What follows belongs to an exercise in optimizing a design on an open flow for small area, a short achievable clock period and few clock cycles per item; a production flow would make more cautious choices. The RTL was checked by simulation tests, not by an equivalence proof against the original design.

== job 5407 ==
## md4_iter_core
module md4_iter_core (
   input  logic         clk,
   input  logic         rst,
   input  logic         start,
   input  logic         init_sel,
   input  logic [511:0] block_in,
   input  logic [127:0] chain_in,
   output logic         ready,
   output logic         busy,
   output logic         done,
   output logic [127:0] digest
);
Size in the first run: about 52,000 µm² of cells after synthesis.
clock: 12.0 ns
lec_check: 0
cap_margin: 20
core_margin: 2
core_utilization: 40
setup_slack_margin: 5
slew_margin: 20
standard.sh (not shown) runs the stock make flow with config.mk's settings and CLKGATE_MAP_FILE= SYNTH_SCRIPT=/design/flow/synth_recipe.tcl, a recipe that flattens the netlist after the stock synthesis.
==> flow/flow/run.sh <==
#!/bin/bash
set -euo pipefail
bash standard.sh 'BUFFER_PORTS_ARGS=-buffer_cell sky130_fd_sc_hd__buf_1' finish > standard_flow.log 2>&1
Testbench counts of job 5407, summed over its fixed seeds: cycles 13,312, blocks 512.
For job 718, these inputs were changed with respect to job 5407:
==> flow/flow/run.sh <==
#!/bin/bash
set -euo pipefail
bash standard.sh 'BUFFER_PORTS_ARGS=-buffer_cell sky130_fd_sc_hd__buf_1' SETUP_SLACK_MARGIN=8 finish > standard_flow.log 2>&1
--- a/flow/config.mk
+++ b/flow/config.mk
@@ -11 +11 @@
-export SETUP_SLACK_MARGIN = 5
+export CTS_BUF_LIST = sky130_fd_sc_hd__clkbuf_4 sky130_fd_sc_hd__clkbuf_8
### Flow results
Job 718 ends up with lower arrival time reported for the critical path endpoint than job 5407 does. Re final cell count: job 5407 and job 718 aren't equal, and the higher value belongs to job 718. Against job 5407 as the reference, job 718 delivers a higher minimum setup slack in the final design. In job 718, the length of routed wiring on met1 came out 4.4% above the value in job 5407. Delta (job 718 minus job 5407): aggregate routed wire length rose about 7%; count of cell instances traversed by the critical path now sits higher; number of buffers other than clock buffers in the final layout rose 285. Total setup violations reported at the end of the flow came out exactly the same in job 5407 and job 718.
For job 3246, these inputs were changed with respect to job 718:
==> flow/flow/run.sh <==
#!/bin/bash
set -euo pipefail
bash standard.sh 'BUFFER_PORTS_ARGS=-buffer_cell sky130_fd_sc_hd__buf_1' SETUP_SLACK_MARGIN=7 finish > standard_flow.log 2>&1
==> summary.txt <==
Every run (job 3246 and job 718) finished clean. Job 3246 vs job 718: post-route minimum period up in job 3246. Changes observed in job 3246 relative to job 718: via count of the first global-routing pass lower. Fmax delta (job 3246 − job 718): unfavourable. Status: total setup violations reported at the end of the flow parity (job 3246, job 718). First-pass GRT wire length: job 3246 and job 718 compared, higher one is job 718. Number of buffers other than clock buffers in the final layout went down by a little under 10% going from job 718 to job 3246. Sort job 3246 and job 718 by total global-route track usage asc -> top: job 3246. Per the comparison of job 3246 with job 718, via total after detailed routing down about 3.3%, critical path data arrival time up 0.02 ns.
Input-level comparison between job 662 and job 3246:
==> flow/flow/run.sh <==
#!/bin/bash
set -euo pipefail
bash standard.sh 'BUFFER_PORTS_ARGS=-buffer_cell sky130_fd_sc_hd__buf_1' finish > standard_flow.log 2>&1
--- a/flow/config.mk
+++ b/flow/config.mk
@@ -10 +10 @@
-export CORE_UTILIZATION = 40
+export CORE_UTILIZATION = 55
@@ -11,0 +12 @@
+export SETUP_SLACK_MARGIN = 5
### Flow results
Per the comparison of job 662 with job 3246, maximum number of pins on one net before global-route repair climbed about 10%; total routing usage reported by global routing climbed 13 points; post-detailed-routing wire length dropped about 1.3%. Of the two values seen for worst setup path endpoint, b_q[12]$_DFF_P_ was produced by job 662 and digest_q[61]$_DFFE_PP0P_ by job 3246.
Relative to job 662, the following input files were edited for job 6310:
==> flow/flow/run.sh <==
#!/bin/bash
set -euo pipefail
bash standard.sh 'BUFFER_PORTS_ARGS=-buffer_cell sky130_fd_sc_hd__buf_1' SETUP_SLACK_MARGIN=3 finish > standard_flow.log 2>&1
--- a/flow/config.mk
+++ b/flow/config.mk
@@ -10 +10 @@
-export CORE_UTILIZATION = 55
+export CORE_UTILIZATION = 40
@@ -12 +11,0 @@
-export SETUP_SLACK_MARGIN = 5
### Flow results
In the final reports, the cell area of job 6310 is larger than that of job 662.
In job 6310 the time the worst path needs with I/O delays and setup turned out 1.26 ns higher than in job 662.
Comparing job 6310 and job 662, the higher area of the core region was measured on job 6310.
For job 6310, the kind of critical path was in -> reg, unlike job 662, where it was reg -> reg.
Compared to job 662, job 6310 was floorplanned on a bigger die.
Taking job 662 as the reference, in job 6310 relative slew slack down 1.8 points, first-iteration detailed-routing DRC count down 1,003, via-per-instance ratio down 9.9%.
Worst setup path startpoint: block_in[32] -> job 6310, p0_q[0]$_DFF_P_ -> job 662

[separate check: timing with driven ports]
No port has a modelled driver above. Below, the same layouts with a new extraction and two added sets of constraints.
Step 1 (the two cells are an assumption about what drives the block):
set clk [get_ports {clk}]
set_driving_cell -lib_cell sky130_fd_sc_hd__clkbuf_16 $clk
set_driving_cell -lib_cell sky130_fd_sc_hd__buf_2 [delete_from_list [all_inputs] $clk]
Step 2 moves the port delays by t, midway between the first and last clock arrival at a register: inputs arrive t later, outputs are due t later. That takes back most of the time a late clock gives input paths.
Three values: no drivers, after step 1, after step 2; two values: the first two.
run	t, ns	setup slack, ns	worst register clock-pin slew, ns	cell pins on the clock port's net
job 5407	0.823	5.018 / 5.018 / 4.430	0.07 / 0.07	1
job 718	1.025	5.663 / 5.522 / 4.497	0.08 / 0.08	1
job 3246	1.011	5.631 / 5.392 / 4.381	0.07 / 0.07	1
job 662	0.960	4.952 / 4.952 / 4.285	0.07 / 0.07	1
job 6310	1.010	3.696 / 3.706 / 2.696	0.07 / 0.07	1
After both steps every run listed still meets setup and hold. The setup slack of job 3246, which loses most, moves by -0.239 ns with the drivers and by -1.250 ns with both steps.
